From an optimization exercise on the open Yosys and OpenROAD flow, aimed at small area, a short achievable clock period and few clock cycles per item; shortcuts taken in it are not production practice.
Only simulation tests tie the RTL to the original design; equivalence was not proved.

## v6
==> flow/design.v (excerpt) <==
module chien_search #(
    parameter int LANES = 16,
    parameter int DEPTH = 4
) (
    input  logic                 clk_i,
    input  logic                 rst_ni,
    input  logic                 start_req_i,
    input  logic                 root_ack_i,
    input  logic [119:0]         sigma_i,
    output logic                 start_ack_o,
    output logic                 root_req_o,
    output logic                 done_o,
    output logic [9:0]           root_pos_o,
    output logic [3:0]           root_count_o
);
export LEC_CHECK = 0
export CAP_MARGIN = 20
export CORE_MARGIN = 2
export CORE_UTILIZATION = 25
export GPL_TIMING_DRIVEN = 0
export SLEW_MARGIN = 20
create_clock -name core_clock -period 5.0 [get_ports {clk_i}]
run.sh (not shown) runs the stock make flow with config.mk's settings and CLKGATE_MAP_FILE= SYNTH_SCRIPT=/design/flow/synth_recipe.tcl, a recipe that flattens the netlist after the stock synthesis.
Complete run, failing final checks: v6, reason setup timing.
Testbench counts of v6, summed over its fixed seeds: cycles 9,269, items 256.
Setup changes, v6 to v7
--- a/flow/config.mk
+++ b/flow/config.mk
@@ -11 +10,0 @@
-export GPL_TIMING_DRIVEN = 0
## What came out
Diff v6 -> v7 | routed metal-1 wire length | decrease of about 5.5%
v7 vs v6 — biggest fanout along the worst timing path dropped 2.
| number of fill cells in the layout | lower: v6 |
In the reports for v7 and v6, the smaller clock-buffer cell count belongs to v7.
Compared with v6, v7 shows a higher core utilization.
In summary, v7 completed successfully, with a layout that passed the timing, design-rule and antenna checks.
Comparing v7 against v6, there is no change at all in post-synthesis register bit count.

chien_search, a different RTL version from the one above (not shown whole).
For scale: ~3300 cells after synthesis, roughly 260 flip-flops, ~140 I/O pins, ~0.034 sq mm of cells after synthesis.
==> flow/design.v (excerpt) <==
module chien_search #(
    parameter int LANES = 16,
    parameter int DEPTH = 4
) (
    input  logic                 clk_i,
    input  logic                 rst_ni,
    input  logic                 start_req_i,
    input  logic                 root_ack_i,
    input  logic [119:0]         sigma_i,
    output logic                 start_ack_o,
    output logic                 root_req_o,
    output logic                 done_o,
    output logic [9:0]           root_pos_o,
    output logic [3:0]           root_count_o
);
    localparam int CW_LEN = 544;
    localparam int NUM_BATCH = CW_LEN / LANES + 1;
    localparam int LW = $clog2(LANES);
    logic       load;
    logic       adv;
    logic       run;
    logic       free;
    logic       first_batch;
    logic       last_batch;
    logic       end_batch;
    logic       all_found;
    logic [9-LW:0] batch;
    logic [119:0]     term_q;
    logic [119:0]     term_step;
    logic [LANES-1:0] zero_vec;
    logic [LANES-1:0] z_q;
    logic             zv_q;
    logic [9-LW:0]    zb_q;
  ...
clock: 5.0 ns
lec_check: 0
cap_margin: 20
core_margin: 2
core_utilization: 25
setup_slack_margin: 1.5
slew_margin: 20
standard.sh (not shown) runs the stock make flow with config.mk's settings and CLKGATE_MAP_FILE= SYNTH_SCRIPT=/design/flow/synth_recipe.tcl, a recipe that flattens the netlist after the stock synthesis.
==> flow/flow/run.sh <==
#!/bin/bash
# The standard layout, with a small buffer (buf_1) on every port instead of the
# default delay buffer. Each tool's output goes to its own log file here.
set -e
cp standard.sh standard_sh.log
export BUFFER_PORTS_ARGS="-buffer_cell sky130_fd_sc_hd__buf_1"
bash standard.sh > standard.log 2>&1
Testbench counts at the start, summed over its fixed seeds: cycles 7,400, items 256.
Rerun with:
==> flow/run.sh (new file) <==
#!/bin/bash
# synth_recipe.tcl (not shown) runs the flow's synth.tcl, then flattens the netlist and writes it again
# the make line also repeats each setting of config.mk as NAME=value (left out here)
make -C /OpenROAD-flow-scripts/flow DESIGN_CONFIG=/design/flow/config.mk WORK_HOME=/design/flow/orfs CLKGATE_MAP_FILE= SYNTH_SCRIPT=/design/flow/synth_recipe.tcl finish
--- a/flow/config.mk
+++ b/flow/config.mk
@@ -12,0 +13 @@
+export TNS_END_PERCENT = 5
removed: flow/flow/run.sh
removed: flow/standard.sh
=>
- critical path depth rises by 2
- core utilization rises by 0.22 points
- setup slack improves by 24 ps
- area after synthesis is unchanged
- routed wire length rises by 1.2%
- design area rises by 0.69%
- count of clock-buffer cells in the layout falls by 5
- non-clock buffer count falls by 7

[separate check: timing with driven ports]
The flow's constraints put no driver on any port. The routed layouts listed below were extracted and timed again, unchanged, in two steps. Step 1, drivers: a clkbuf_16 drives clk_i and a buf_2 each remaining input, both assumed. Step 2 adds t to the input delays and takes it off the output delays; t is the mean of the earliest and latest rising clock arrival at the registers after step 1. Input paths then give back, and output paths get back, about the clock's delay inside the block. Slacks: ideal / step 1 / step 2; pairs: ideal / step 1.
| run | t (ns) | setup WS [ns] | worst setup path after step 2 | slew at the worst register clock pin (ns) | cell pins on the clock port's net |
|---|---|---|---|---|---|
| v6 | 0.668 | -0.177 / -0.177 / -0.177 | register to register | 0.09 / 0.09 | 1 |
| v7 | 0.676 | 0.442 / 0.442 / 0.442 | register to register | 0.07 / 0.07 | 1 |
| the first run of note 2 | 0.685 | 1.268 / 1.268 / 1.044 | input to register | 0.07 / 0.07 | 1 |
| the second run of note 2 | 0.704 | 1.292 / 1.292 / 0.967 | input to register | 0.07 / 0.07 | 1 |
For the second run of note 2, which loses most, drivers alone change the setup slack by 0.000 ns; drivers and shift together by -0.325 ns.
